From an optimization exercise on the open Yosys and OpenROAD flow, aimed at small area, a short achievable clock period and few clock cycles; shortcuts taken in it are not production practice.
In this exercise RTL edits were held to simulation tests only and were not proved equivalent to the original.
Power figures rest on the tool's default switching activity, not on a simulated workload.

==> design.v <==
package lc3b_pkg;
	localparam int word_bits = 16;   
	localparam int line_bits = 128;   
	localparam int offset_bits = 4;   
	localparam int index_bits = 3;   
	localparam int l1_tag_bits = 9;   
	localparam int line_tag_bits = 12;   
	localparam int l1_sets = 8;   
	localparam int victim_entries = 4;   
	localparam int victim_slot_bits = $clog2(victim_entries);   
	typedef logic [word_bits-1:0] lc3b_word;
	typedef logic [line_bits-1:0] lc3b_cache_line;
	typedef logic [line_tag_bits-1:0] line_addr_t;
	typedef logic [victim_slot_bits-1:0] victim_slot_t;
	typedef struct packed {
		logic read;   
		logic write;   
		logic [1:0] byte_enable;   
		lc3b_word address;   
		lc3b_word wdata;   
	} mem_req_t;
	typedef struct packed {
		logic want;   
		logic miss;   
		line_addr_t y_line;   
		logic x_valid;   
		line_addr_t x_line;   
		logic x_dirty;   
	} l1_miss_t;
endpackage
`timescale 1ns/1ps
module l1_cache #(
	parameter bit writable = 1'b1   
) (
	input logic clk,
	input logic reset,
	input lc3b_pkg::mem_req_t cpu_req,
	output lc3b_pkg::lc3b_word cpu_rdata,
	output logic cpu_resp,
	output lc3b_pkg::l1_miss_t miss_out,
	output lc3b_pkg::lc3b_cache_line x_data,   
	input logic grant,   
	input logic fill,   
	input lc3b_pkg::lc3b_cache_line fill_data,
	input logic fill_dirty
);
	logic [lc3b_pkg::l1_tag_bits-1:0] tag_array [lc3b_pkg::l1_sets];
	lc3b_pkg::lc3b_cache_line data_array [lc3b_pkg::l1_sets];
	logic [lc3b_pkg::l1_sets-1:0] valid;   
	logic st_wait, st_fill, st_resp;
	logic [lc3b_pkg::l1_tag_bits-1:0] tag;
	logic [lc3b_pkg::index_bits-1:0] index;
	logic [lc3b_pkg::offset_bits-2:0] word_sel;
	logic access, idle, hit, lookup_hit, do_write;
	logic set_dirty;   
	lc3b_pkg::lc3b_cache_line cur_line;
	assign tag = cpu_req.address[lc3b_pkg::word_bits-1 -: lc3b_pkg::l1_tag_bits];
	assign index = cpu_req.address[lc3b_pkg::offset_bits +: lc3b_pkg::index_bits];
	assign word_sel = cpu_req.address[lc3b_pkg::offset_bits-1:1];
	assign access = cpu_req.read | cpu_req.write;
	assign idle = !st_wait && !st_fill && !st_resp;
	assign hit = valid[index] && (tag_array[index] == tag);
	assign lookup_hit = idle && access && hit;
	assign do_write = writable && cpu_req.write;   
	assign cur_line = data_array[index];
	assign miss_out.want = st_wait || (idle && access);
	assign miss_out.miss = st_wait || !hit;
	assign miss_out.y_line = {tag, index};
	assign miss_out.x_valid = valid[index];
	assign miss_out.x_line = {tag_array[index], index};
	assign miss_out.x_dirty = set_dirty;
	assign x_data = cur_line;
	always_ff @(posedge clk) begin
		if (reset) begin
			st_wait <= 1'b0;
			st_fill <= 1'b0;
			st_resp <= 1'b0;
		end else begin
			st_resp <= lookup_hit || fill;
			st_fill <= (st_fill && !fill) || ((st_wait || (idle && access && !hit)) && grant);
			st_wait <= (st_wait || (idle && access && !hit)) && !grant;
		end
	end
	always_ff @(posedge clk) begin
		if (reset)
			valid <= '0;
		else if (fill)
			valid[index] <= 1'b1;
	end
	if (writable) begin : g_dirty
		logic [lc3b_pkg::l1_sets-1:0] dirty;
		always_ff @(posedge clk) begin
			if (reset)
				dirty <= '0;
			else if (fill)
				dirty[index] <= fill_dirty || cpu_req.write;   
			else if (lookup_hit && cpu_req.write)
				dirty[index] <= 1'b1;   
		end
		assign set_dirty = dirty[index];
	end else begin : g_clean
		assign set_dirty = 1'b0;   
	end
	lc3b_pkg::lc3b_cache_line array_wdata;
	logic [2*(lc3b_pkg::line_bits/lc3b_pkg::word_bits)-1:0] lane_write;   
	always_comb begin
		for (int b = 0; b < 2*(lc3b_pkg::line_bits/lc3b_pkg::word_bits); b++) begin
			lane_write[b] = do_write && (word_sel == b/2) && cpu_req.byte_enable[b%2];
			array_wdata[8*b +: 8] = lane_write[b] ? cpu_req.wdata[8*(b%2) +: 8] : fill_data[8*b +: 8];
		end
	end
	always_ff @(posedge clk) begin
		for (int s = 0; s < lc3b_pkg::l1_sets; s++) begin
			for (int b = 0; b < 2*(lc3b_pkg::line_bits/lc3b_pkg::word_bits); b++)
				if (index == s && (fill || (lookup_hit && lane_write[b])))
					data_array[s][8*b +: 8] <= array_wdata[8*b +: 8];
			if (index == s && fill)
				tag_array[s] <= tag;
		end
	end
	always_ff @(posedge clk) begin
		if (fill)
			cpu_rdata <= fill_data[word_sel*lc3b_pkg::word_bits +: lc3b_pkg::word_bits];
		else
			cpu_rdata <= cur_line[word_sel*lc3b_pkg::word_bits +: lc3b_pkg::word_bits];
	end
	assign cpu_resp = st_resp;
endmodule
`timescale 1ns/1ps
module line_arbiter (
	input lc3b_pkg::l1_miss_t i_miss,
	input lc3b_pkg::l1_miss_t d_miss,
	input logic ready,   
	output logic sel_d,   
	output logic go,   
	output logic i_grant,
	output logic d_grant
);
	assign sel_d = d_miss.want;
	assign go = ready && (sel_d ? d_miss.miss : (i_miss.want && i_miss.miss));
	assign i_grant = go && !sel_d;
	assign d_grant = go && sel_d;
endmodule
`timescale 1ns/1ps
module victim_cache (
	input logic clk,
	input logic reset,
	input lc3b_pkg::l1_miss_t i_miss,
	input lc3b_pkg::l1_miss_t d_miss,
	input lc3b_pkg::lc3b_cache_line i_xdata,
	input lc3b_pkg::lc3b_cache_line d_xdata,
	input logic sel_d,
	input logic go,
	output logic ready,
	output logic i_fill,
	output logic d_fill,
	output lc3b_pkg::lc3b_cache_line fill_data,
	output logic fill_dirty,
	input lc3b_pkg::lc3b_cache_line pmem_rdata,
	input logic pmem_resp,
	output lc3b_pkg::lc3b_word pmem_address,
	output lc3b_pkg::lc3b_cache_line pmem_wdata,
	output logic pmem_read,
	output logic pmem_write
);
	localparam int n = lc3b_pkg::victim_entries;
	lc3b_pkg::line_addr_t tag_q [n];
	lc3b_pkg::lc3b_cache_line line_q [n];
	logic [n-1:0] valid_q;
	logic [n-1:0] dirty_q;
	lc3b_pkg::victim_slot_t rank_q [n];   
	logic e_wb, e_rd, e_xfer;
	logic port_q;   
	logic inst_pend;   
	lc3b_pkg::victim_slot_t inst_slot_q, y_slot_q;
	logic yhit_q;   
	lc3b_pkg::line_addr_t addr_q;
	lc3b_pkg::lc3b_cache_line wdata_q;
	logic full;
	lc3b_pkg::victim_slot_t lru_slot, free_slot;
	logic [n-1:0] lru_oh;
	always_comb begin
		lru_slot = '0;
		free_slot = '0;
		for (int k = n - 1; k >= 0; k--)
			if (!valid_q[k])
				free_slot = lc3b_pkg::victim_slot_t'(k);   
		for (int k = 0; k < n; k++) begin
			lru_oh[k] = (rank_q[k] == lc3b_pkg::victim_slot_t'(n - 1));
			if (lru_oh[k])
				lru_slot = lc3b_pkg::victim_slot_t'(k);
		end
	end
	assign full = &valid_q;
	logic [n-1:0] i_xh, i_yh, d_xh, d_yh;
	always_comb begin
		for (int k = 0; k < n; k++) begin
			i_xh[k] = valid_q[k] && (tag_q[k] == i_miss.x_line);
			i_yh[k] = valid_q[k] && (tag_q[k] == i_miss.y_line);
			d_xh[k] = valid_q[k] && (tag_q[k] == d_miss.x_line);
			d_yh[k] = valid_q[k] && (tag_q[k] == d_miss.y_line);
		end
	end
	logic [n-1:0] xh, yh, yh_eff;
	logic x_valid, xhit, need_lru, wb, yhit_eff;
	lc3b_pkg::victim_slot_t x_slot, s_x, y_slot;
	lc3b_pkg::line_addr_t y_line;
	assign xh = sel_d ? d_xh : i_xh;
	assign yh = sel_d ? d_yh : i_yh;
	assign x_valid = sel_d ? d_miss.x_valid : i_miss.x_valid;
	assign y_line = sel_d ? d_miss.y_line : i_miss.y_line;
	assign xhit = |xh;
	assign need_lru = x_valid && !xhit && full;   
	assign wb = need_lru && dirty_q[lru_slot];
	assign yh_eff = yh & ~(need_lru ? lru_oh : '0);   
	assign yhit_eff = |yh_eff;
	always_comb begin
		x_slot = '0;
		y_slot = '0;
		for (int k = 0; k < n; k++) begin
			if (xh[k])
				x_slot = lc3b_pkg::victim_slot_t'(k);
			if (yh_eff[k])
				y_slot = lc3b_pkg::victim_slot_t'(k);
		end
	end
	assign s_x = xhit ? x_slot : (full ? lru_slot : free_slot);
	lc3b_pkg::line_addr_t p_x_line, p_y_line;
	logic p_x_dirty;
	lc3b_pkg::lc3b_cache_line p_x_data;
	assign p_x_line = port_q ? d_miss.x_line : i_miss.x_line;
	assign p_y_line = port_q ? d_miss.y_line : i_miss.y_line;
	assign p_x_dirty = port_q ? d_miss.x_dirty : i_miss.x_dirty;
	assign p_x_data = port_q ? d_xdata : i_xdata;
	logic rd_done, wb_done, install_now;
	assign rd_done = e_rd && pmem_resp;
	assign wb_done = e_wb && pmem_resp;
	assign install_now = inst_pend && (!e_wb || pmem_resp);   
	assign ready = !(e_wb || e_rd || e_xfer) || rd_done;
	always_ff @(posedge clk) begin
		if (reset) begin
			e_wb <= 1'b0;
			e_rd <= 1'b0;
			e_xfer <= 1'b0;
			inst_pend <= 1'b0;
		end else begin
			e_wb <= (e_wb && !pmem_resp) || (go && wb);
			e_rd <= (e_rd && !pmem_resp) || (go && !wb && !yhit_eff) || (wb_done && !yhit_q);
			e_xfer <= (go && !wb && yhit_eff) || (wb_done && yhit_q);
			if (go)
				inst_pend <= x_valid;
			else if (install_now)
				inst_pend <= 1'b0;
		end
	end
	always_ff @(posedge clk) begin
		if (go) begin
			port_q <= sel_d;
			inst_slot_q <= s_x;
			y_slot_q <= y_slot;
			yhit_q <= yhit_eff;
			addr_q <= wb ? tag_q[lru_slot] : y_line;
		end else if (wb_done) begin
			addr_q <= p_y_line;
		end
	end
	always_ff @(posedge clk) begin
		if (reset) begin
			valid_q <= '0;
			dirty_q <= '0;
			for (int k = 0; k < n; k++)
				rank_q[k] <= lc3b_pkg::victim_slot_t'(k);   
		end else begin
			if (install_now) begin
				valid_q[inst_slot_q] <= 1'b1;
				dirty_q[inst_slot_q] <= p_x_dirty;
				for (int k = 0; k < n; k++)
					if (rank_q[k] < rank_q[inst_slot_q])
						rank_q[k] <= rank_q[k] + 1'b1;   
				rank_q[inst_slot_q] <= '0;   
			end
			if (e_xfer)
				valid_q[y_slot_q] <= 1'b0;   
		end
	end
	always_ff @(posedge clk) begin
		if (install_now) begin
			tag_q[inst_slot_q] <= p_x_line;
			line_q[inst_slot_q] <= p_x_data;
		end
	end
	lc3b_pkg::lc3b_cache_line vb_out;
	assign vb_out = line_q[e_xfer ? y_slot_q : lru_slot];
	always_ff @(posedge clk)
		wdata_q <= vb_out;   
	assign fill_data = e_xfer ? vb_out : pmem_rdata;
	assign fill_dirty = e_xfer && dirty_q[y_slot_q];
	assign i_fill = (e_xfer || rd_done) && !port_q;
	assign d_fill = (e_xfer || rd_done) && port_q;
	assign pmem_read = e_rd;
	assign pmem_write = e_wb;
	assign pmem_address = {addr_q, {lc3b_pkg::offset_bits{1'b0}}};
	assign pmem_wdata = wdata_q;
endmodule
`timescale 1ns/1ps
module mem_hierarchy (
	input logic clk,
	input logic reset,
	input lc3b_pkg::mem_req_t i_req,
	output lc3b_pkg::lc3b_word i_rdata,
	output logic i_resp,
	input lc3b_pkg::mem_req_t d_req,
	output lc3b_pkg::lc3b_word d_rdata,
	output logic d_resp,
	input logic pmem_resp,
	input lc3b_pkg::lc3b_cache_line pmem_rdata,
	output lc3b_pkg::lc3b_word pmem_address,
	output lc3b_pkg::lc3b_cache_line pmem_wdata,
	output logic pmem_read,
	output logic pmem_write
);
	lc3b_pkg::l1_miss_t i_miss, d_miss;
	lc3b_pkg::lc3b_cache_line i_xdata, d_xdata;
	logic i_grant, d_grant, sel_d, go, ready;
	logic i_fill, d_fill, fill_dirty;
	lc3b_pkg::lc3b_cache_line fill_data;
	l1_cache #(.writable(1'b0)) icache (   
		.clk,
		.reset,
		.cpu_req(i_req),
		.cpu_rdata(i_rdata),
		.cpu_resp(i_resp),
		.miss_out(i_miss),
		.x_data(i_xdata),
		.grant(i_grant),
		.fill(i_fill),
		.fill_data,
		.fill_dirty
	);
	l1_cache #(.writable(1'b1)) dcache (
		.clk,
		.reset,
		.cpu_req(d_req),
		.cpu_rdata(d_rdata),
		.cpu_resp(d_resp),
		.miss_out(d_miss),
		.x_data(d_xdata),
		.grant(d_grant),
		.fill(d_fill),
		.fill_data,
		.fill_dirty
	);
	line_arbiter arbiter (
		.i_miss,
		.d_miss,
		.ready,
		.sel_d,
		.go,
		.i_grant,
		.d_grant
	);
	victim_cache victim (   
		.clk,
		.reset,
		.i_miss,
		.d_miss,
		.i_xdata,
		.d_xdata,
		.sel_d,
		.go,
		.ready,
		.i_fill,
		.d_fill,
		.fill_data,
		.fill_dirty,
		.pmem_rdata,
		.pmem_resp,
		.pmem_address,
		.pmem_wdata,
		.pmem_read,
		.pmem_write
	);
endmodule
==> run.sh <==
#!/bin/bash
# synth_recipe.tcl (not shown) runs the flow's synth.tcl, then flattens the netlist and writes it again
# the make line also repeats each setting of config.mk as NAME=value (left out here)
make -C /OpenROAD-flow-scripts/flow DESIGN_CONFIG=/design/flow/config.mk WORK_HOME=/design/flow/orfs CLKGATE_MAP_FILE= SYNTH_SCRIPT=/design/flow/synth_recipe.tcl finish
==> config.mk <==
export PLATFORM = sky130hd
export DESIGN_NAME = mem_hierarchy
export DESIGN_NICKNAME = mem_hierarchy
export VERILOG_FILES = /design/flow/design.v
export SDC_FILE = /design/flow/constraint.sdc
export NUM_CORES = 4
export LEC_CHECK = 0
export CAP_MARGIN = 20
export CORE_MARGIN = 2
export CORE_UTILIZATION = 40
export SLEW_MARGIN = 20
==> constraint.sdc <==
create_clock -name core_clock -period 9.0 [get_ports {clk}]
set_input_delay 1.8000 -clock core_clock [delete_from_list [all_inputs] [get_ports {clk}]]
set_output_delay 1.8000 -clock core_clock [all_outputs]
set_load 0.01 [all_outputs]
==> summary.txt, run 1 <==
* Row count at 199
* Static Leak at 43.5 nW
* Clock Root Buffer: clkbuf_16
* Die Ht at 549 µm
* Core area at 295000 µm²
* Slew HR at 0.137
* Wire per inst at 35.3 µm
* Tmin final at 6.77 ns
* Total CTS buffers at 308
* Library cells used by synthesis at 85
* CP arrival at 7.36 ns
* Total Neg Setup Slack at 0 ns
* Combinational power share at 0.154
* Fin Hold WS at 0.461 ns
* Hold_buf cts at 0
* Clock transition at path regs at 0.06 ns
* Worst Skew at 0.0706 ns
* HPWL after detailed placement at 270000 µm
* Register bit count reported by yosys at 2982
* WP data required at 9.60 ns
* CTS tree: yes
* Worst skew pair latency at 0.92 ns
* Ys Warns at 7
* Maxcap violations at 0
* Port Buffers at 358
* NetSw at 9.25 mW
* Setup violators final at 0
* Yosys top cell area share at 0.701
* Initial Util at 0.403
* Vias in the first global route at 68.5k
* GRT Resource Usage Total at 0.265
* Crit share post-route at 0.752
* First-pass DRT Iterations at 11
* Placer Congestion at 0.915
* Final Hold Violating Endpoints at 0
* Sequential Power Share at 0.479
* Mapped Cells at 7068
* Setup bufs post-CTS at 0
* Cell area after synthesis at 119000 µm²
* CTS Buffer Depth at 4
* I/O pin count at 383
* Antenna violations before repair at 42
* Seq/Total Area, Yosys at 0.737
* Worst Setup End Kind: flop
* Switch share at 0.270
* Critical Path Source Type: input pin
* Achievable frequency at 148 MHz
* Unrepaired setup endpoints after global routing: no
* Maximum vdd drop at 0.286 mV
* Synth-to-Final Area Change at 15.8%
* Dominant synthesized flop cell: edfxtp_1
* Kind of critical path: in2reg
* Vias after detailed routing at 72.7k
* Hold WC Path Type: reg2reg
* Layout cells sized above 1 at 0.175
* Post-synth top area cell: edfxtp_1
* First-pass GRT wire length at 559000 µm
* Pwr Density at 250 nW/µm²
* Remaining DRCs at 0
* Async set or reset register ratio after synthesis at 0
* Synth top area cells: edfxtp_1, mux4_2, dfxtp_1
* Largest net degree at the start of global routing at 136
* Worst slew pin tran at 1.27 ns
* Final ANT Viol Nets at 0
* Slew Viols, Final at 0
* Post-synth EDFFs at 2770
* Congestion Overflow GR at 0
* Clock sinks at 2982
* H-tree depth at 5
* Internal at 25.0 mW
* Syn_area_per_cell at 16.8 µm²
* Routed wire length at 411000 µm
* CP max FO at 23
* NumNets Final at 7664
* Clock power frac at 0.367
* Outcome: finished clean
* Chip width at 549 µm
* DRT iter0 DRCs at 10.7k
* Post-CTS resize count at 0
* Drt via density at 6.25
* Die area at 301000 µm²
## worst max-delay path: stages
cell	delay (ns)
clkdlybuf4s50_1	0.98
inv_1	0.34
ha_4	0.34
a221oi_1	0.30
a21oi_1	0.08
o32ai_1	0.87
xor2_1	0.19
nand2_1	0.08
nor4_1	0.74
o21ai_0	0.24
nand2_2	0.31
inv_1	0.40
buf_4	0.34
a211oi_1	0.23
a311oi_1	0.08
## cell usage after synthesis, drive strengths merged, types with 45 or more instances
master,n
a21oi,393
inv,123
buf,134
mux2,326
a31oi,102
xnor2,63
nor2,510
nor2b,51
clkbuf,379
dfxtp,212
nand2,144
a221oi,79
edfxtp,2770
a22oi,237
mux4,236
o21a,45
o21ai,156
a222oi,297
o2111ai,47
mux2i,254
## layout by cell type, fill, tap and decap left out, types with 39 or more instances in the layout
cell and instances:
a211oi_1 41, a221oi_1 79, nor3_1 39, mux2_2 326, inv_1 118, clkdlybuf4s50_1 350, clkbuf_16 317, clkinv_1 48
a21oi_1 392, clkinv_2 66, buf_4 177, xnor2_1 63, mux2i_1 220, a222oi_1 297, dfxtp_1 211, a22oi_1 237
clkbuf_1 51, o21ai_0 156, nor2_1 503, a31oi_1 102, mux4_2 236, edfxtp_1 2770, nor2b_1 44, o2111ai_1 47
nand2_1 137, o21a_1 45
## final cells by class
cell class,count,area (µm²)
Clock buffer,379,8250
Antenna cell,27,67.6
Tap cell,3919,4900
Fill cell,24732,157000
Clock inverter,172,1540
Sequential cell,2982,87400
Timing Repair Buffer,568,5600
Inverter,123,482
Multi-Input combinational cell,3453,29000
## metrics by stage
step / instance area [µm²] / setup slack, ns / instances / util / power (mW)
floorplan: 119000 / 1.90 / 7071 / - / 19.2
detailed placement: 127000 / 1.52 / 11045 / 0.433 / 21.9
CTS: 137000 / 2.41 / 11596 / 0.466 / 34.3
global route: 137000 / 2.13 / 11600 / 0.466 / 35.0
finish: 137000 / 2.23 / 11623 / 0.466 / 34.3
global placement: 127000 / 1.56 / 11044 / 0.433 / 21.8
## worst paths after layout
| path | start | to | slack [ns] | cells past startpoint |
|---|---|---|---|---|
| worst max-delay path | i_req[20] | victim.addr_q[5] | 2.23 | 15 |
| worst min-delay path | icache.st_fill | icache.st_fill | 0.46 | 2 |
| worst max register to register | victim.rank_q[2][0] | icache.cpu_rdata[12] | 2.80 | 11 |
| worst min register to register | icache.st_fill | icache.st_fill | 0.46 | 2 |
## per-layer routing
layer / routed length, µm / share of wire / global-route usage
met1: 152000 / 0.37 / 0.341
met2: 193000 / 0.47 / 0.422
met3: 39900 / 0.097 / 0.0530
met4: 25400 / 0.062 / 0.147
met5: 118 / 0.00029 / 0
## state kept, by name, summed over array words and instances (netlist names), 12 cells and up, named ones only
name and flops:
dcache.data_array 1024, icache.data_array 1024, victim.line_q 512, victim.wdata_q 128
dcache.tag_array 72, icache.tag_array 72, victim.tag_q 48, dcache.cpu_rdata 16
icache.cpu_rdata 16, victim.addr_q 12
## power groups by stage
| stage | clock network, mW | registers [mW] | logic (mW) |
|---|---|---|---|
| 2_1_floorplan | 0 | 16.7 | 2.55 |
| 3_3_place_gp | 0 | 16.7 | 5.14 |
| 3_5_place_dp | 0 | 16.7 | 5.19 |
| 4_1_cts | 12.7 | 16.4 | 5.21 |
| 5_1_grt | 13.2 | 16.4 | 5.40 |
| 6_report | 12.6 | 16.4 | 5.29 |
## kinds of logic (layout without fill, tap and decap cells)
| logic type | after synthesis | count (layout) | share of synthesized area |
|---|---|---|---|
| simple gates | 875 | 875 | 0.0323 |
| other cells | 1 | 31 | 0.0000316 |
| buf+inv | 636 | 1242 | 0.0212 |
| xor+xnor | 101 | 101 | 0.00746 |
| flops | 2982 | 2982 | 0.737 |
| fa+ha+maj | 25 | 25 | 0.00264 |
| mux | 816 | 816 | 0.0978 |
| compound gates | 1632 | 1632 | 0.101 |
Testbench counts, summed over its fixed seeds: cycles 161,121.
==> run 2, diff against run 1 <==
--- a/config.mk
+++ b/config.mk
@@ -7,2 +7,3 @@
 export LEC_CHECK = 0
+export ABC_CLOCK_PERIOD_IN_PS = 3000
 export CAP_MARGIN = 20
@@ -10,2 +11,3 @@
 export CORE_UTILIZATION = 40
+export SETUP_SLACK_MARGIN = 5
 export SLEW_MARGIN = 20
==> run 2 against run 1 <==
Critical path depth increased by 3; global-route usage is 4.1 points higher; critical path type unchanged; routed wire length rose by 18%; still clean on timing, DRC and antenna; clock power barely moved; die area is the same; core utilization grew 5.5 points.
==> summary.txt, run 2 <==
* Synth cell count leaders: edfxtp_1, nor2_1, a21oi_1, clkbuf_1, mux2_2
* Clock transition at path regs at 0.06 ns (about the same)
* Worst skew pair latency at 0.91 ns (about the same)
* GRT Resource Usage Total at 0.306 (+0.0405)
* Pre-CTS WS at 1.58 ns (+0.0655 ns)
* Total Neg Setup Slack at 0 ns (unchanged)
* Chip width at 549 µm (unchanged)
* Static Leak at 50.2 nW (+15%)
* Layout cells sized above 1 at 0.325 (+0.150)
* Initial Util at 0.403 (unchanged)
* Congestion Overflow GR at 0 (unchanged)
* Hold WC Path Type: reg2reg
* Wire per inst at 38.8 µm (+9.8%)
* Dominant synthesized flop cell: edfxtp_1
* Port Buffers at 358 (unchanged)
* Hold path depth at 2 (unchanged)
* Register bit count reported by yosys at 2982 (unchanged)
* CTS tree: yes
* Maximum vdd drop at 0.161 mV (-44%)
* WP data required at 9.61 ns (about the same)
* Die area at 301000 µm² (unchanged)
* Hold EP: dcache.valid[4]
* NumNets Final at 8527 (+11%)
* Top library cells by usage in the layout, fill and taps aside: edfxtp_1, buf_4, nor2_1, clkdlybuf4s50_1, clkbuf_16
* Row count at 199 (unchanged)
* H-tree depth at 5 (unchanged)
* Final Power at 36.5 mW (+6.4%)
* Yosys top cell area share at 0.701 (unchanged)
* I/O pin count at 383 (unchanged)
* Final Hold Violating Endpoints at 0 (unchanged)
* Outcome: finished clean
* CTS Buffer Depth at 4 (unchanged)
* Synth top area cells: edfxtp_1, mux4_2, dfxtp_1
* Final ANT Viol Nets at 0 (unchanged)
* Kind of critical path: in2reg
* Die Ht at 549 µm (unchanged)
* Ys Warns at 7 (unchanged)
* Clock Root Buffer: clkbuf_16
* Count leader, synth: edfxtp_1
* Vias in the first global route at 75.2k (+9.8%)
* Final core utilization at 0.522 (+0.0553)
* Synth-to-Final Area Change at 29.5%
* Biggest regs: dcache.data_array x1024, icache.data_array x1024, victim.line_q x512
* CP arrival at 5.21 ns (-2.15 ns)
* Slew Viols, Final at 0 (unchanged)
* Setup ws final at 4.39 ns (+2.16 ns)
* Vias after detailed routing at 80.9k (+11%)
* Setup violators final at 0 (unchanged)
* Unrepaired setup endpoints after global routing: yes
* Mapped Cells at 7068 (unchanged)
* R2r setup slk at 4.75 ns (+1.95 ns)
* Antenna violations before repair at 67 (+60%)
* Cell area after synthesis at 119000 µm² (unchanged)
* Pwr Density at 237 nW/µm² (-4.9%)
* Drt via density at 6.47 (+3.5%)
* Reg2reg path depth at 12 (+1)
* Maxcap violations at 0 (unchanged)
* Critical Path Source Type: input pin
* HPWL after detailed placement at 278000 µm (+2.9%)
* Routed wire length at 484000 µm (+18%)
* First-pass GRT wire length at 635000 µm (+14%)
* Clock sinks at 2982 (unchanged)
* Total CTS buffers at 311 (+0.97%)
* Slew HR at 0.128 (-0.00872)
* Largest net degree at the start of global routing at 91 (-33%)
* Remaining DRCs at 0 (unchanged)
* Tmin final at 4.61 ns (-2.16 ns)
* CP max FO at 6 (-74%)
* Worst Skew at 0.0611 ns (-0.00950 ns)
* Library cells used by synthesis at 85 (unchanged)
* Worst Setup End Kind: flop
* Post-synth EDFFs at 2770 (unchanged)
* R2R Path End: icache.cpu_rdata[6]
* Hold wc startpoint: dcache.valid[4]
* Seq/Total Area, Yosys at 0.737 (unchanged)
* Syn_area_per_cell at 16.8 µm² (unchanged)
* Post-synth top area cell: edfxtp_1
* Commonest non-fill, non-tap cell in the layout: edfxtp_1
* Async set or reset register ratio after synthesis at 0 (unchanged)
* Crit share post-route at 0.512 (-0.240)
* Achievable frequency at 217 MHz (+47%)
* First-pass DRT Iterations at 13 (+2)
* DRT iter0 DRCs at 14.1k (+31%)
* Worst slew pin tran at 1.30 ns (+0.0341 ns)
* Reg-to-Reg Start: victim.rank_q[1][1]
* Core area at 295000 µm² (unchanged)
* Placer Congestion at 0.912 (-0.30%)
## run 2: cell counts after synthesis
Identical to the previous run, type by type.
## run 2: worst max path at each step
stage,start,end,depth (start not counted)
after floorplan,d_req[21],dcache.data_array[0][56],15
after global placement,d_req[21],dcache.cpu_rdata[2],14
after detailed placement,i_req[21],victim.addr_q[8],13
after CTS,d_req[21],dcache.data_array[0][126],17
after global routing,d_req[21],dcache.data_array[4][120],19
final,d_req[21],dcache.data_array[2][107],18
## run 2: stage by stage
stage	hold slack (ns)	cell area [µm²]	std cells
6_report	0.474	154000	12487
5_1_grt	0.495	154000	12467
4_1_cts	0.470	150000	12266
3_5_place_dp	0.457	128000	11065
3_3_place_gp	0.445	128000	11064
2_1_floorplan	0.432	121000	7071
## run 2: cell families (layout without fill, tap and decap cells)
family | after synthesis | count (layout) | share of synthesized area
multiplexers | 816 | 816 | 0.0978
AO/OA/AOI/OAI | 1632 | 1633 | 0.101
flip-flops | 2982 | 2982 | 0.737
AND/OR/NAND/NOR | 875 | 889 | 0.0323
buffers and inverters | 636 | 2090 | 0.0212
XOR/XNOR | 101 | 101 | 0.00746
other | 1 | 32 | 0.0000316
adder cells (fa/ha/maj) | 25 | 25 | 0.00264
## run 2: critical path, stage by stage
cell and delay (ns):
buf_16 0.12, inv_8 0.04, ha_4 0.17, ha_4 0.17, or4_4 0.54, buf_12 0.16, buf_16 0.13, o32a_4 0.23
xnor2_2 0.17, nand2_2 0.09, nor4_4 0.33, buf_6 0.17, buf_12 0.14, buf_16 0.19, a31oi_4 0.19, buf_12 0.21
nor2_4 0.14, buf_6 0.18
## run 2: layout make-up
cell class                 count  area [µm²]
inverter                     123         738
antenna                       28        70.1
fill                       23025      141000
sequential                  2982       87400
clock inverter               174        1650
clock buffer                 380        8270
timing repair buffer        1410       17200
tap                         3919        4900
timing repair inverter         3        41.3
multi-input combinational   3468       33400
## run 2: routing by layer
| metal | up-vias | global-route usage | wire [µm] |
|---|---|---|---|
| met3 | 1538 | 0.0778 | 64100 |
| met4 | 32 | 0.220 | 42600 |
| met2 | 6552 | 0.458 | 213000 |
| met1 | 41302 | 0.387 | 164000 |
| met5 | - | 0 | 336 |
| li1 | 31428 | - | - |
## run 2: repair_timing
| action | 4_1_cts | 5_1_grt |
|---|---|---|
| setup endpoints to repair | 3776 | 1724 |
| hold buffers | 0 | 0 |
| pin swaps | 215 | 223 |
| resized for setup | 945 | 340 |
| cloned | 75 | 23 |
| buffers inserted | 572 | 170 |
## run 2: power breakdown
part / total, mW / internal, mW / switching (mW) / leakage, nW
sequential: 16.4 / 16.1 / 0.329 / 26.7
clock: 12.8 / 7.26 / 5.52 / 4.88
combinational: 7.27 / 2.82 / 4.45 / 18.6
==> run 3, diff against run 2 <==
--- a/design.v
+++ b/design.v
@@ -41,2 +41,4 @@
 	output lc3b_pkg::lc3b_cache_line x_data,   
+	input logic [lc3b_pkg::victim_entries*lc3b_pkg::line_tag_bits-1:0] vb_tag,   
+	output logic [lc3b_pkg::victim_entries-1:0] x_in_vb,   
 	input logic grant,   
@@ -61,3 +63,15 @@
 	assign idle = !st_wait && !st_fill && !st_resp;
-	assign hit = valid[index] && (tag_array[index] == tag);
+	logic [lc3b_pkg::l1_sets-1:0] tag_match;
+	always_comb
+		for (int s = 0; s < lc3b_pkg::l1_sets; s++)
+			tag_match[s] = (tag_array[s] == tag);
+	assign hit = valid[index] && tag_match[index];
+	logic [lc3b_pkg::victim_entries-1:0] vb_shared;
+	always_comb
+		for (int k = 0; k < lc3b_pkg::victim_entries; k++)
+			vb_shared[k] = (tag_array[vb_tag[k*lc3b_pkg::line_tag_bits +: lc3b_pkg::index_bits]]
+				== vb_tag[k*lc3b_pkg::line_tag_bits + lc3b_pkg::index_bits +: lc3b_pkg::l1_tag_bits]);
+	always_comb
+		for (int k = 0; k < lc3b_pkg::victim_entries; k++)
+			x_in_vb[k] = vb_shared[k] && (vb_tag[k*lc3b_pkg::line_tag_bits +: lc3b_pkg::index_bits] == index);
 	assign lookup_hit = idle && access && hit;
@@ -72,2 +86,3 @@
 	assign x_data = cur_line;
+	logic wr_hit;
 	always_ff @(posedge clk) begin
@@ -77,3 +92,5 @@
 			st_resp <= 1'b0;
+			wr_hit <= 1'b0;
 		end else begin
+			wr_hit <= lookup_hit && do_write;
 			st_resp <= lookup_hit || fill;
@@ -96,3 +113,3 @@
 				dirty[index] <= fill_dirty || cpu_req.write;   
-			else if (lookup_hit && cpu_req.write)
+			else if (wr_hit)
 				dirty[index] <= 1'b1;   
@@ -114,3 +131,3 @@
 			for (int b = 0; b < 2*(lc3b_pkg::line_bits/lc3b_pkg::word_bits); b++)
-				if (index == s && (fill || (lookup_hit && lane_write[b])))
+				if (index == s && (fill || (wr_hit && lane_write[b])))
 					data_array[s][8*b +: 8] <= array_wdata[8*b +: 8];
@@ -151,2 +168,5 @@
 	input lc3b_pkg::lc3b_cache_line d_xdata,
+	input logic [lc3b_pkg::victim_entries-1:0] i_x_in_vb,   
+	input logic [lc3b_pkg::victim_entries-1:0] d_x_in_vb,
+	output logic [lc3b_pkg::victim_entries*lc3b_pkg::line_tag_bits-1:0] vb_tag,
 	input logic sel_d,
@@ -194,35 +214,44 @@
 	assign full = &valid_q;
-	logic [n-1:0] i_xh, i_yh, d_xh, d_yh;
-	always_comb begin
-		for (int k = 0; k < n; k++) begin
-			i_xh[k] = valid_q[k] && (tag_q[k] == i_miss.x_line);
-			i_yh[k] = valid_q[k] && (tag_q[k] == i_miss.y_line);
-			d_xh[k] = valid_q[k] && (tag_q[k] == d_miss.x_line);
-			d_yh[k] = valid_q[k] && (tag_q[k] == d_miss.y_line);
-		end
-	end
-	logic [n-1:0] xh, yh, yh_eff;
-	logic x_valid, xhit, need_lru, wb, yhit_eff;
-	lc3b_pkg::victim_slot_t x_slot, s_x, y_slot;
-	lc3b_pkg::line_addr_t y_line;
-	assign xh = sel_d ? d_xh : i_xh;
-	assign yh = sel_d ? d_yh : i_yh;
-	assign x_valid = sel_d ? d_miss.x_valid : i_miss.x_valid;
-	assign y_line = sel_d ? d_miss.y_line : i_miss.y_line;
-	assign xhit = |xh;
-	assign need_lru = x_valid && !xhit && full;   
-	assign wb = need_lru && dirty_q[lru_slot];
-	assign yh_eff = yh & ~(need_lru ? lru_oh : '0);   
-	assign yhit_eff = |yh_eff;
-	always_comb begin
-		x_slot = '0;
-		y_slot = '0;
-		for (int k = 0; k < n; k++) begin
-			if (xh[k])
-				x_slot = lc3b_pkg::victim_slot_t'(k);
-			if (yh_eff[k])
-				y_slot = lc3b_pkg::victim_slot_t'(k);
+	logic [1:0] c_xhit, c_wb, c_yhit;
+	lc3b_pkg::victim_slot_t c_s_x [2];
+	lc3b_pkg::victim_slot_t c_y_slot [2];
+	lc3b_pkg::line_addr_t c_addr [2];
+	logic [1:0] c_x_valid;
+	always_comb begin : decide
+		logic [n-1:0] xh, yh;
+		logic need_lru;
+		lc3b_pkg::l1_miss_t m;
+		logic [n-1:0] x_in;
+		for (int p = 0; p < 2; p++) begin
+			m = p ? d_miss : i_miss;
+			x_in = p ? d_x_in_vb : i_x_in_vb;
+			for (int k = 0; k < n; k++) begin
+				xh[k] = valid_q[k] && x_in[k];
+				yh[k] = valid_q[k] && (tag_q[k] == m.y_line);
+			end
+			c_x_valid[p] = m.x_valid;
+			c_xhit[p] = |xh;
+			need_lru = m.x_valid && !c_xhit[p] && full;   
+			c_wb[p] = need_lru && dirty_q[lru_slot];
+			if (need_lru)
+				yh = yh & ~lru_oh;   
+			c_yhit[p] = |yh;
+			c_y_slot[p] = '0;
+			c_s_x[p] = full ? lru_slot : free_slot;
+			for (int k = 0; k < n; k++) begin
+				if (yh[k])
+					c_y_slot[p] = lc3b_pkg::victim_slot_t'(k);
+				if (xh[k])
+					c_s_x[p] = lc3b_pkg::victim_slot_t'(k);
+			end
+			c_addr[p] = c_wb[p] ? tag_q[lru_slot] : m.y_line;
 		end
 	end
-	assign s_x = xhit ? x_slot : (full ? lru_slot : free_slot);
+	logic x_valid, wb, yhit_eff;
+	lc3b_pkg::victim_slot_t s_x, y_slot;
+	assign x_valid = c_x_valid[sel_d];
+	assign wb = c_wb[sel_d];
+	assign yhit_eff = c_yhit[sel_d];
+	assign s_x = c_s_x[sel_d];
+	assign y_slot = c_y_slot[sel_d];
 	lc3b_pkg::line_addr_t p_x_line, p_y_line;
@@ -248,3 +277,3 @@
 			e_rd <= (e_rd && !pmem_resp) || (go && !wb && !yhit_eff) || (wb_done && !yhit_q);
-			e_xfer <= (go && !wb && yhit_eff) || (wb_done && yhit_q);
+			e_xfer <= xfer_next;
 			if (go)
@@ -261,3 +290,3 @@
 			yhit_q <= yhit_eff;
-			addr_q <= wb ? tag_q[lru_slot] : y_line;
+			addr_q <= c_addr[sel_d];
 		end else if (wb_done) begin
@@ -276,6 +305,2 @@
 				dirty_q[inst_slot_q] <= p_x_dirty;
-				for (int k = 0; k < n; k++)
-					if (rank_q[k] < rank_q[inst_slot_q])
-						rank_q[k] <= rank_q[k] + 1'b1;   
-				rank_q[inst_slot_q] <= '0;   
 			end
@@ -283,4 +308,22 @@
 				valid_q[y_slot_q] <= 1'b0;   
+			for (int k = 0; k < n; k++)
+				rank_q[k] <= rank_next[k];
 		end
 	end
+	lc3b_pkg::victim_slot_t rank_next [n];
+	lc3b_pkg::victim_slot_t lru_next;
+	always_comb begin
+		for (int k = 0; k < n; k++)
+			rank_next[k] = rank_q[k];
+		if (install_now) begin
+			for (int k = 0; k < n; k++)
+				if (rank_q[k] < rank_q[inst_slot_q])
+					rank_next[k] = rank_q[k] + 1'b1;   
+			rank_next[inst_slot_q] = '0;   
+		end
+		lru_next = '0;
+		for (int k = 0; k < n; k++)
+			if (rank_next[k] == lc3b_pkg::victim_slot_t'(n - 1))
+				lru_next = lc3b_pkg::victim_slot_t'(k);
+	end
 	always_ff @(posedge clk) begin
@@ -291,4 +334,18 @@
 	end
+	always_comb
+		for (int k = 0; k < n; k++)
+			vb_tag[k*lc3b_pkg::line_tag_bits +: lc3b_pkg::line_tag_bits] = tag_q[k];
 	lc3b_pkg::lc3b_cache_line vb_out;
-	assign vb_out = line_q[e_xfer ? y_slot_q : lru_slot];
+	lc3b_pkg::victim_slot_t vsel_q;   
+	logic xfer_next;
+	assign xfer_next = (go && !wb && yhit_eff) || (wb_done && yhit_q);
+	always_ff @(posedge clk) begin
+		if (reset)
+			vsel_q <= lc3b_pkg::victim_slot_t'(n - 1);   
+		else if (xfer_next)
+			vsel_q <= go ? y_slot : y_slot_q;
+		else
+			vsel_q <= lru_next;
+	end
+	assign vb_out = line_q[vsel_q];
 	always_ff @(posedge clk)
@@ -324,2 +381,4 @@
 	logic i_grant, d_grant, sel_d, go, ready;
+	logic [lc3b_pkg::victim_entries*lc3b_pkg::line_tag_bits-1:0] vb_tag;
+	logic [lc3b_pkg::victim_entries-1:0] i_x_in_vb, d_x_in_vb;
 	logic i_fill, d_fill, fill_dirty;
@@ -334,2 +393,4 @@
 		.x_data(i_xdata),
+		.vb_tag,
+		.x_in_vb(i_x_in_vb),
 		.grant(i_grant),
@@ -347,2 +408,4 @@
 		.x_data(d_xdata),
+		.vb_tag,
+		.x_in_vb(d_x_in_vb),
 		.grant(d_grant),
@@ -368,2 +431,5 @@
 		.d_xdata,
+		.i_x_in_vb,
+		.d_x_in_vb,
+		.vb_tag,
 		.sel_d,
--- a/config.mk
+++ b/config.mk
@@ -7,3 +7,2 @@
 export LEC_CHECK = 0
-export ABC_CLOCK_PERIOD_IN_PS = 3000
 export CAP_MARGIN = 20
==> run 3 against run 2 <==
Final area shrank 0.99%; highest routed layer unchanged; critical path type unchanged; clock-buffer cell count grew 21; largest power group unchanged; still clean on timing, DRC and antenna; clock power is essentially flat.
==> summary.txt, run 3 <==
* Worst skew pair latency at 0.91 ns (about the same)
* Fin Hold WS at 0.463 ns (-0.0110 ns)
* Initial Util at 0.402 (-0.000456)
* Synth cell count leaders: edfxtp_1, clkbuf_1, nor2_1, mux2_2, a222oi_1
* First-pass GRT wire length at 672000 µm (+5.9%)
* Internal at 27.5 mW (+4.9%)
* Final Hold Violating Endpoints at 0 (unchanged)
* Register bit count reported by yosys at 2983 (+0.034%)
* Switch share at 0.300 (+0.0176)
* Ys Warns at 12 (+5)
* Largest family of logic cells by synthesized area: multiplexers
* Wire per inst at 40.1 µm (+3.3%)
* Total Neg Setup Slack at 0 ns (unchanged)
* Reg-to-Reg Start: victim.tag_q[3][2]
* Critical path endpoint: dcache.cpu_rdata[6]
* Setup violators final at 0 (unchanged)
* Post-synthesis compound-gate area fraction at 0.105 (+0.00312)
* Clock transition at path regs at 0.06 ns (about the same)
* H-tree depth at 5 (unchanged)
* Slew Viols, Final at 0 (unchanged)
* I/O pin count at 383 (unchanged)
* Clock sinks at 2983 (+0.034%)
* First-pass DRT Iterations at 10 (-3)
* Pwr Density at 258 nW/µm² (+8.6%)
* Synth top area cells: edfxtp_1, mux4_2, mux2_2
* Clock power frac at 0.327 (-0.023)
* Post-synth top area cell: edfxtp_1
* Largest stage delay, worst path at 0.72 ns (+0.18 ns)
* Cell Chain, Critical Path: buf_16 > inv_16 > ha_4 > ha_4 > or4_4 > buf_12 > buf_12 > buf_16 > nor2_4 > a31oi_4 > mux4_2 > mux4_2
* Antenna violations before repair at 57 (-15%)
* Biggest regs: dcache.data_array x1024, icache.data_array x1024, victim.line_q x512
* Simple-Gate Fraction of Synth Area at 0.0386 (+0.00630)
* WP data required at 9.77 ns (+0.16 ns)
* Worst Setup End Kind: flop
* Dominant synthesized flop cell: edfxtp_1
* Routed wire length at 506000 µm (+4.5%)
* Delay-heaviest family, CP: multiplexers
* Seq/Total Area, Yosys at 0.697 (-0.0402)
* Commonest non-fill, non-tap cell in the layout: edfxtp_1
* Cell area after synthesis at 125000 µm² (+5.8%)
* Setup ws final at 4.74 ns (+0.342 ns)
* Vias in the first global route at 78.6k (+4.4%)
* Final Power at 39.2 mW (+7.5%)
* CTS Buffer Depth at 4 (unchanged)
* Total CTS buffers at 313 (+0.64%)
* Maximum vdd drop at 0.179 mV (+11%)
* Combinational power share at 0.223 (+0.024)
* Die area at 318000 µm² (+5.7%)
* Critical Path Source: d_req[20]
* Synth-to-Final Area Change at 21.3%
* Largest net degree at the start of global routing at 98 (+7.7%)
* Slew HR at 0.210 (+0.0813)
* Library cells used by synthesis at 88 (+3.5%)
* Core area at 312000 µm² (+5.9%)
* Pre-CTS WS at 2.30 ns (+0.719 ns)
* HPWL after detailed placement at 312000 µm (+12%)
* CP max FO at 7 (+1)
* Worst Skew at 0.0700 ns (+0.00885 ns)
* Cell Count, Final, Fillers Out at 12.6k (+1.1%)
* Async set or reset register ratio after synthesis at 0 (unchanged)
* Sequential Power Share at 0.450 (about the same)
* Critical Path Source Type: input pin
* Count leader, synth: edfxtp_1
* Synth Area in Adders at 0.00249 (-0.000144)
* Drt via density at 6.64 (+2.6%)
* Placed cell count at 11.7k (+6.1%)
* Die Ht at 564 µm (+2.8%)
* NetSw at 11.8 mW (+14%)
* Placer Congestion at 0.972 (+6.5%)
* Top library cells by usage in the layout, fill and taps aside: edfxtp_1, a222oi_1, clkbuf_16, clkdlybuf4s50_1, mux4_2
* NumNets Final at 8448 (-0.93%)
* Maxcap violations at 0 (unchanged)
* Post-synth EDFFs at 2768 (-0.072%)
* Remaining DRCs at 0 (unchanged)
* Chip width at 564 µm (+2.8%)
* WP buf/inv at 5 (-4)
* Row count at 205 (+3.0%)
* CP arrival at 5.03 ns (-0.18 ns)
* Kind of critical path: in2reg
* Final ANT Viol Nets at 0 (unchanged)
* Levels on crit path at 12 (-6)
* Worst slew pin tran at 1.19 ns (-0.118 ns)
* Post-synthesis mux area share at 0.116 (+0.0186)
* Achievable frequency at 235 MHz (+8.0%)
* Static Leak at 49.3 nW (-1.9%)
* Yosys top cell area share at 0.663 (-0.0387)
* GRT Resource Usage Total at 0.307 (+0.00145)
* DRT iter0 DRCs at 14.3k (+1.9%)
* Final core utilization at 0.488 (-0.0339)
* CTS tree: yes
* Unrepaired setup endpoints after global routing: yes
* Tmin final at 4.26 ns (-0.342 ns)
* Port Buffers at 358 (unchanged)
* Placed Area at 135000 µm² (+5.1%)
* Hold WC Path Type: reg2reg
* Congestion Overflow GR at 0 (unchanged)
* Crit share post-route at 0.474 (-0.0380)
* R2R Path End: victim.addr_q[10]
* Clock Root Buffer: clkbuf_16
* R2r setup slk at 4.86 ns (+0.11 ns)
* Syn_area_per_cell at 16.4 µm² (-2.5%)
* Outcome: finished clean
* Reg2reg path depth at 14 (+2)
* CP max stage cell: or4_4
* Synth Area in XOR/XNOR at 0.0188 (+0.0113)
* Vias after detailed routing at 83.9k (+3.7%)
* Layout cells sized above 1 at 0.265 (-0.0597)
* Mapped Cells at 7665 (+8.4%)
* Finished Cell Area at 152000 µm² (-0.99%)
* Filler Cells Inserted at 25.9k (+12%)
## run 3: worst min-delay path, stage by stage (launching register included)
cell	delay [ns]
dfxtp_1	0.31
inv_1	0.05
a21oi_1	0.05
## run 3: what timing repair did
action                     4_1_cts  5_1_grt
hold buffers                     0        0
pin swaps                       63       71
buffers inserted               169       78
cloned                          51       11
resized for setup              594      195
setup endpoints to repair     2783      559
## run 3: worst min path at each step
| stage | start | to | depth (start not counted) |
|---|---|---|---|
| after global placement | dcache.valid[1] | dcache.valid[1] | 2 |
| after CTS | dcache.valid[1] | dcache.valid[1] | 2 |
| after floorplan | dcache.valid[1] | dcache.valid[1] | 2 |
| after global routing | icache.valid[7] | icache.valid[7] | 2 |
| final | dcache.valid[1] | dcache.valid[1] | 2 |
| after detailed placement | icache.valid[6] | icache.valid[6] | 2 |
## run 3: power groups by stage
stage / Clock (mW) / Combinational, mW / Sequential [mW]
floorplan: 0 / 4.28 / 17.6
global placement: 0 / 7.59 / 17.9
detailed placement: 0 / 7.72 / 17.9
CTS: 12.9 / 8.37 / 17.6
global route: 13.4 / 8.91 / 17.7
finish: 12.8 / 8.75 / 17.6
## run 3: cell type report
cell class / count / area, µm² / area share
Multi-Input combinational cell: 4002 / 38900 / 0.256
Clock inverter: 159 / 1530 / 0.0100
Sequential cell: 2983 / 87400 / 0.575
Inverter: 76 / 408 / 0.00268
Tap cell: 4140 / 5180 / 0.0341
Antenna cell: 25 / 62.6 / 0.000411
Timing Repair inverter: 1 / 5.00 / 0.0000329
Clock buffer: 401 / 8470 / 0.0557
Timing Repair Buffer: 843 / 10100 / 0.0662
## run 3: routing by layer
| layer | wire, µm | vias up | global-route usage |
|---|---|---|---|
| li1 | - | 32713 | - |
| met1 | 188000 | 43521 | 0.412 |
| met2 | 222000 | 6452 | 0.455 |
| met3 | 64400 | 1165 | 0.0822 |
| met4 | 30900 | 24 | 0.164 |
| met5 | 333 | - | 0.00432 |
## run 3: cell families after synthesis
logic type / Yosys count
adder cells (fa/ha/maj): 25
AO/OA/AOI/OAI: 1691
AND/OR/NAND/NOR: 995
XOR/XNOR: 269
multiplexers: 1004
flip-flops: 2983
buffers and inverters: 697
other: 1
Testbench counts of run 3, summed over its fixed seeds: cycles 161,121.
==> run 4, diff against run 3 <==
--- a/design.v
+++ b/design.v
@@ -69,5 +69,5 @@
 	logic [lc3b_pkg::victim_entries-1:0] vb_shared;
-	always_comb
+	always_ff @(posedge clk)
 		for (int k = 0; k < lc3b_pkg::victim_entries; k++)
-			vb_shared[k] = (tag_array[vb_tag[k*lc3b_pkg::line_tag_bits +: lc3b_pkg::index_bits]]
+			vb_shared[k] <= (tag_array[vb_tag[k*lc3b_pkg::line_tag_bits +: lc3b_pkg::index_bits]]
 				== vb_tag[k*lc3b_pkg::line_tag_bits + lc3b_pkg::index_bits +: lc3b_pkg::l1_tag_bits]);
@@ -267,3 +267,4 @@
 	assign install_now = inst_pend && (!e_wb || pmem_resp);   
-	assign ready = !(e_wb || e_rd || e_xfer) || rd_done;
+	logic installed;   
+	assign ready = (!(e_wb || e_rd || e_xfer) || rd_done) && !installed;
 	always_ff @(posedge clk) begin
@@ -274,3 +275,5 @@
 			inst_pend <= 1'b0;
+			installed <= 1'b0;
 		end else begin
+			installed <= install_now;
 			e_wb <= (e_wb && !pmem_resp) || (go && wb);
--- a/config.mk
+++ b/config.mk
@@ -10,2 +10,4 @@
 export CORE_UTILIZATION = 40
+export CTS_CLUSTER_DIAMETER = 70
+export CTS_CLUSTER_SIZE = 30
 export SETUP_SLACK_MARGIN = 5
==> run 4 against run 3 <==
Non-clock buffer count is 148 lower; still clean; combinational power is 18% lower; largest cell class unchanged; clock-buffer cell count is 225 lower; routed wire length is 5.3% lower; register-to-register slack better by 0.12 ns; highest routed layer unchanged.
==> summary.txt, run 4 <==
* Outcome: finished clean
* Antenna violations before repair at 33 (-42%)
* Fin Hold WS at 0.456 ns (-0.00668 ns)
* CP arrival at 5.01 ns (-0.02 ns)
* Synth Area in Adders at 0.00269 (+0.000199)
* Die Ht at 564 µm (about the same)
* Wire per inst at 39.1 µm (-2.5%)
* Multi-input gate area in the final layout at 36900 µm² (-5.3%)
* CP max stage cell: a31oi_1
* Mapped Cells at 7725 (+0.78%)
* Synth-to-Final Area Change at 15.0%
* Chip width at 564 µm (about the same)
* Critical path endpoint: dcache.cpu_rdata[11]
* CP max FO at 12 (+5)
* H-tree depth at 4 (-1)
* Worst Setup End Kind: flop
* Biggest regs: dcache.data_array x1024, icache.data_array x1024, victim.line_q x512
* Maxcap violations at 0 (unchanged)
* Synth top area cells: edfxtp_1, mux4_2, mux2_2
* Layout cells sized above 1 at 0.227 (-0.0380)
* Drt via density at 6.61 (-0.43%)
* Post-synthesis compound-gate area fraction at 0.104 (-0.00104)
* Core area at 312000 µm² (unchanged)
* R2r setup slk at 4.98 ns (+0.12 ns)
* Routed wire length at 480000 µm (-5.3%)
* Remaining DRCs at 0 (unchanged)
* Largest stage delay, worst path at 0.82 ns (+0.10 ns)
* DRT iter0 DRCs at 13.3k (-7.5%)
* Ys Warns at 12 (unchanged)
* Post-synth top area cell: edfxtp_1
* Clock sinks at 2992 (+0.30%)
* Initial Util at 0.402 (about the same)
* Congestion Overflow GR at 0 (unchanged)
* CTS Buffer Depth at 4 (unchanged)
* Post-synth EDFFs at 2768 (unchanged)
* Largest family of logic cells by synthesized area: multiplexers
* Slew Viols, Final at 0 (unchanged)
* WP data required at 9.85 ns (+0.08 ns)
* Static Leak at 45.3 nW (-8.0%)
* Worst skew pair latency at 0.95 ns (+0.04 ns)
* Achievable frequency at 241 MHz (+2.5%)
* Reg2reg path depth at 6 (-8)
* Clock Root Buffer: clkbuf_16
* Dominant synthesized flop cell: edfxtp_1
* Port Buffers at 358 (unchanged)
* Pwr Density at 231 nW/µm² (-10%)
* Setup violators final at 0 (unchanged)
* Filler Cells Inserted at 26.6k (+2.8%)
* Kind of critical path: in2reg
* First-pass GRT wire length at 641000 µm (-4.6%)
* Hold WC Path Type: reg2reg
* Largest net degree at the start of global routing at 99 (+1.0%)
* Async set or reset register ratio after synthesis at 0 (unchanged)
* Count leader, synth: edfxtp_1
* Placer Congestion at 0.929 (-4.4%)
* Setup ws final at 4.84 ns (+0.105 ns)
* Final ANT Viol Nets at 0 (unchanged)
* Clock transition at path regs at 0.10 ns (+0.04 ns)
* Critical Path Source: d_req[20]
* Final Hold Violating Endpoints at 0 (unchanged)
* Worst Skew at 0.0973 ns (+0.0274 ns)
* Commonest non-fill, non-tap cell in the layout: edfxtp_1
* Cell area after synthesis at 125000 µm² (about the same)
* Maximum vdd drop at 0.166 mV (-7.3%)
* Critical Path Source Type: input pin
* Simple-Gate Fraction of Synth Area at 0.0348 (-0.00380)
* Die area at 318000 µm² (about the same)
* Worst slew pin tran at 1.30 ns (+0.117 ns)
* Finished Cell Area at 144000 µm² (-5.1%)
* Crit share post-route at 0.462 (-0.0117)
* Seq/Total Area, Yosys at 0.698 (+0.00142)
* Library cells used by synthesis at 80 (-9.1%)
* Register area at 87600 µm² (+0.21%)
* Synth cell count leaders: edfxtp_1, mux2_2, nor2_1, clkbuf_1, mux4_2
* Register bit count reported by yosys at 2992 (+0.30%)
* NumNets Final at 8212 (-2.8%)
* First-pass DRT Iterations at 8 (-2)
* GRT Resource Usage Total at 0.291 (-0.0158)
* Cell Chain, Critical Path: buf_16 > inv_8 > ha_4 > nor2b_4 > buf_4 > buf_4 > a222oi_1 > a31oi_1 > mux4_2 > mux4_2
* Synth Area in XOR/XNOR at 0.0220 (+0.00321)
* Placed Area at 134000 µm² (-0.45%)
* Slew HR at 0.129 (-0.0804)
* CTS tree: yes
* Syn_area_per_cell at 16.2 µm² (-0.77%)
* Reg-to-Reg Start: victim.port_q
* Total Neg Setup Slack at 0 ns (unchanged)
* Row count at 205 (unchanged)
* R2R Path End: dcache.data_array[1][122]
* Vias in the first global route at 75.1k (-4.4%)
* Pre-CTS WS at 2.15 ns (-0.157 ns)
* HPWL after detailed placement at 293000 µm (-6.0%)
* Total CTS buffers at 164 (-48%)
* I/O pin count at 383 (unchanged)
* Vias after detailed routing at 81.2k (-3.2%)
* Yosys top cell area share at 0.663 (about the same)
* Top library cells by usage in the layout, fill and taps aside: edfxtp_1, mux2_2, nor2_1, clkdlybuf4s50_1, mux4_2
* Unrepaired setup endpoints after global routing: yes
* Tmin final at 4.16 ns (-0.105 ns)
* Post-synthesis mux area share at 0.116 (-0.000223)
==> run 4: logic make-up after synthesis <==
logic type,after synthesis
xor+xnor,315
fa+ha+maj,27
compound gates,1753
other cells,1
buf+inv,673
flops,2992
mux,989
simple gates,975
==> run 4: power breakdown <==
part / total [mW] / switching [mW] / internal [mW]
clock network: 9.14 / 5.18 / 3.95
registers: 17.0 / 0.431 / 16.6
logic: 7.16 / 4.74 / 2.42
==> run 4: critical path, delay by kind of cell <==
family | cells | cell delay [ns]
compound gates | 2 | 0.91
fa+ha+maj | 1 | 0.31
buf+inv | 4 | 0.81
mux | 2 | 0.69
simple gates | 1 | 0.44
==> run 4: layout make-up <==
type                    instances  share of cell area
flip-flops and latches       2992               0.607
multi-input cells            4077               0.256
repair buffers                695              0.0576
well taps                    4140              0.0359
clock buffers                 176              0.0293
clock inverters               121              0.0122
inverters                      52             0.00185
diodes                         24            0.000416
==> run 4: how the worst min path moves through the flow <==
stage,endpoint,depth (start not counted),slack (ns),start
global placement,dcache.valid[2],2,0.44,dcache.valid[2]
finish,dcache.valid[2],2,0.46,dcache.valid[2]
global route,dcache.valid[2],2,0.49,dcache.valid[2]
detailed placement,dcache.valid[2],2,0.44,dcache.valid[2]
floorplan,dcache.valid[2],2,0.42,dcache.valid[2]
CTS,dcache.valid[2],2,0.45,dcache.valid[2]
==> run 4: timing repair <==
item,in CTS,in global routing
endpoints found under the setup margin,2471,895
gates cloned,46,8
hold buffers,0,0
buffers inserted,84,32
pin swaps,30,44
resized for setup,245,132
==> run 4: layer usage <==
| metal | vias up | track usage | share of wire |
|---|---|---|---|
| met4 | 8 | 0.113 | 0.048 |
| met5 | - | 0 | 0.000096 |
| li1 | 31946 | - | - |
| met1 | 42308 | 0.405 | 0.38 |
| met2 | 6093 | 0.439 | 0.44 |
| met3 | 829 | 0.0743 | 0.13 |
==> run 4: stage by stage <==
| stage | instances | util | total power [mW] |
|---|---|---|---|
| finish | 12277 | 0.463 | 33.3 |
| global route | 12258 | 0.462 | 34.0 |
| CTS | 12213 | 0.459 | 33.1 |
| detailed placement | 11786 | 0.431 | 23.8 |
| global placement | 11786 | 0.431 | 23.7 |
| floorplan | 7728 | - | 20.6 |
Testbench counts of run 4, summed over its fixed seeds: cycles 161,228.
==> run 5, diff against run 4 <==
--- a/config.mk
+++ b/config.mk
@@ -9,3 +9,3 @@
 export CORE_MARGIN = 2
-export CORE_UTILIZATION = 40
+export CORE_UTILIZATION = 60
 export CTS_CLUSTER_DIAMETER = 70
==> run 5 against run 4 <==
Synthesized cell count stayed put; die area is 33% lower; routed wire length is 1.0% higher; clock power is 8.4% lower; non-clock buffer count is 125 higher; critical endpoint unchanged; still clean; maximum frequency is 1.7% lower; final area is 0.13% lower; power is 1.7% lower; highest routed layer unchanged.
==> summary.txt, run 5 <==
* Outcome: finished clean
* Initial Util at 0.605 (+0.202)
* Row count at 167 (-19%)
* Remaining DRCs at 0 (unchanged)
* Drt via density at 7.57 (+14%)
* Total CTS buffers at 149 (-9.1%)
* Syn_area_per_cell at 16.2 µm² (unchanged)
* Largest net degree at the start of global routing at 115 (+16%)
* Placer Congestion at 0.967 (+4.1%)
* Synth cell count leaders: edfxtp_1, mux2_2, nor2_1, clkbuf_1, mux4_2
* Post-synth top area cell: edfxtp_1
* Cell area after synthesis at 125000 µm² (unchanged)
* Slew Viols, Final at 0 (unchanged)
* Hold WC Path Type: reg2reg
* Static Leak at 45.9 nW (+1.4%)
* CTS tree: yes
* Worst skew pair latency at 0.88 ns (-0.07 ns)
* Critical Path Source Type: input pin
* Tmin final at 4.23 ns (+0.0699 ns)
* Layout cells sized above 1 at 0.240 (+0.0131)
* Port Buffers at 358 (unchanged)
* Async set or reset register ratio after synthesis at 0 (unchanged)
* Reg2reg path depth at 7 (+1)
* Placed cell count at 10.5k (-11%)
* Dominant synthesized flop cell: edfxtp_1
* Mapped Cells at 7725 (unchanged)
* First-pass GRT wire length at 639000 µm (-0.36%)
* HPWL after detailed placement at 291000 µm (-0.91%)
* NumNets Final at 8319 (+1.3%)
* Worst slew pin tran at 1.31 ns (+0.00899 ns)
* Vias after detailed routing at 83.6k (+3.0%)
* Seq/Total Area, Yosys at 0.698 (unchanged)
* Worst Setup End Kind: flop
* Core area at 207000 µm² (-33%)
* Pwr Density at 227 nW/µm² (-1.6%)
* I/O pin count at 383 (unchanged)
* Final Hold Violating Endpoints at 0 (unchanged)
* Register bit count reported by yosys at 2992 (unchanged)
* Ys Warns at 12 (unchanged)
* Commonest non-fill, non-tap cell in the layout: edfxtp_1
* Setup violators final at 0 (unchanged)
* Top library cells by usage in the layout, fill and taps aside: edfxtp_1, mux2_2, nor2_1, clkdlybuf4s50_1, mux4_2
* Yosys top cell area share at 0.663 (unchanged)
* Die area at 213000 µm² (-33%)
* Count leader, synth: edfxtp_1
* Critical Path Source: d_req[21]
* Kind of critical path: in2reg
* Cell Count, Final, Fillers Out at 11.1k (-10%)
* Clock Root Buffer: clkbuf_16
* H-tree depth at 4 (unchanged)
* WP data required at 9.72 ns (-0.13 ns)
* CTS Buffer Depth at 3 (-1)
* Achievable frequency at 237 MHz (-1.7%)
* R2r setup slk at 4.84 ns (-0.14 ns)
* First-pass DRT Iterations at 11 (+3)
* Congestion Overflow GR at 0 (unchanged)
* Hold path depth at 2 (unchanged)
* Unrepaired setup endpoints after global routing: yes
* Pre-CTS WS at 2.06 ns (-0.0889 ns)
* Maxcap violations at 0 (unchanged)
* Post-synth EDFFs at 2768 (unchanged)
* Clock sinks at 2992 (unchanged)
* Reg-to-Reg Start: victim.tag_q[0][1]
* Hold_buf cts at 0 (unchanged)
* Biggest regs: dcache.data_array x1024, icache.data_array x1024, victim.line_q x512
* Chip width at 461 µm (-18%)
* Total Neg Setup Slack at 0 ns (unchanged)
* Maximum vdd drop at 0.243 mV (+47%)
* Antenna violations before repair at 48 (+45%)
* R2R Path End: icache.vb_shared[0]
* Setup ws final at 4.77 ns (-0.0699 ns)
* Wire per inst at 43.8 µm (+12%)
* Synth top area cells: edfxtp_1, mux4_2, mux2_2
* Final ANT Viol Nets at 0 (unchanged)
* DRT iter0 DRCs at 16.1k (+21%)
* Die Ht at 461 µm (-18%)
* CP max FO at 93 (+81)
* Routed wire length at 484000 µm (+1.0%)
* Slew HR at 0.123 (-0.00602)
* Crit share post-route at 0.470 (+0.00777)
* Vias in the first global route at 76.6k (+2.0%)
* Clock transition at path regs at 0.10 ns (about the same)
* CP arrival at 4.94 ns (-0.07 ns)
* Worst Skew at 0.0742 ns (-0.0231 ns)
* Synth-to-Final Area Change at 14.9%
* Fin Hold WS at 0.461 ns (+0.00449 ns)
* Critical path endpoint: dcache.cpu_rdata[11]
* GRT Resource Usage Total at 0.443 (+0.152)
* Library cells used by synthesis at 80 (unchanged)
-- run 5: cell types whose count changed in the layout (fill, tap and decap cells not counted), moves of 13 or more --
cell      delta
buf_4       +67
nor2_2      -29
a221oi_2    +13
nor2_1      +24
diode_2     +29
o21a_2      +17
o21a_1      -16
a21oi_1     -13
a31oi_1     -27
buf_12      +20
a21oi_2     +13
buf_16      +15
clkinv_8    -14
a31oi_2     +19
-- run 5: cell type report --
type,instances,area (µm²)
well taps,2788,3490
inverters,52,262
repair buffers,820,10100
multi-input cells,4074,37300
fillers,13710,63400
flip-flops and latches,2992,87600
clock buffers,175,3990
diodes,53,133
clock inverters,100,1200
-- run 5: logic make-up (layout without fill, tap and decap cells) --
group	count (synthesis)	in the layout	synth area share
AOI/OAI and AO/OA	1753	1753	0.104
DFF	2992	2992	0.698
adders and majority gates	27	27	0.00269
other	1	57	0.0000299
and+or+nand+nor	975	986	0.0348
muxes	989	989	0.116
xor gates and xnor gates	315	315	0.0220
buffers and inverters	673	1147	0.0224
-- run 5: repair_timing --
item	CTS	global route
setup buffers	122	57
setup endpoints to repair	2780	417
cloned	49	21
resized for setup	325	190
pin swaps	42	53
-- run 5: critical path, cell delays in order --
cell	delay [ns]
buf_8	0.11
buf_12	0.15
buf_12	0.13
ha_4	0.19
buf_4	0.15
buf_12	0.21
a221o_1	0.44
o21ai_1	0.11
a31oi_2	0.26
mux4_2	0.66
mux4_2	0.48
-- run 5: routing by layer --
layer  track usage  vias up  wire (µm)  share of wire
li1              -    32235          -              -
met1         0.585    42306     164000           0.34
met2         0.632     7627     206000           0.43
met3         0.162     1437      77400           0.16
met4         0.267       36      36700          0.076
met5       0.00138        -        463        0.00096
-- run 5: worst min-delay path by stage --
stage / start / to / slack (ns)
2_1_floorplan: dcache.valid[2] / dcache.valid[2] / 0.42
3_3_place_gp: dcache.valid[2] / dcache.valid[2] / 0.44
3_5_place_dp: dcache.valid[2] / dcache.valid[2] / 0.44
4_1_cts: dcache.valid[2] / dcache.valid[2] / 0.45
5_1_grt: dcache.st_fill / dcache.st_fill / 0.49
6_report: dcache.valid[2] / dcache.valid[2] / 0.46
-- run 5: where the power goes --
part           switching, mW  internal (mW)
combinational           4.88           2.52
sequential             0.379           16.6
clock                   4.72           3.65
-- run 5: stage by stage --
step | cell area [µm²] | utilization | power, mW
2_1_floorplan | 127000 | - | 20.6
3_3_place_gp | 133000 | 0.641 | 23.7
3_5_place_dp | 133000 | 0.641 | 23.8
4_1_cts | 142000 | 0.685 | 32.3
5_1_grt | 144000 | 0.694 | 33.3
6_report | 144000 | 0.695 | 32.8

==> port drivers added, routing unchanged <==
Ports are ideal in the flow. The routed layouts listed here were re-timed in OpenROAD. Step 1 assumes that a clkbuf_16 drives the clock port and a buf_2 every other input. Step 2 adds t to the input delays and takes it off the output delays; t is the mean of the earliest and latest rising clock arrival at the registers after step 1. Input paths then give back, and output paths get back, about the clock's delay inside the block. a / b / c = ideal ports / drivers / drivers and shift; a / b = the first two.
run | t, ns | setup slack, ns | worst setup path after step 2 | clock arrival spread, ns
run 1 | 0.987 | 2.233 / 2.291 / 1.304 | input to register | 0.076 / 0.076
run 2 | 0.996 | 4.395 / 4.423 / 3.426 | input to register | 0.061 / 0.061
run 3 | 0.995 | 4.737 / 4.746 / 3.751 | input to register | 0.088 / 0.088
run 4 | 1.014 | 4.842 / 4.834 / 3.820 | input to register | 0.100 / 0.100
run 5 | 0.951 | 4.772 / 4.837 / 3.888 | input to register | 0.084 / 0.084
After both steps every run listed still meets setup and hold. The setup slack of run 4, which loses most, moves by -0.008 ns with the drivers and by -1.022 ns with both steps.
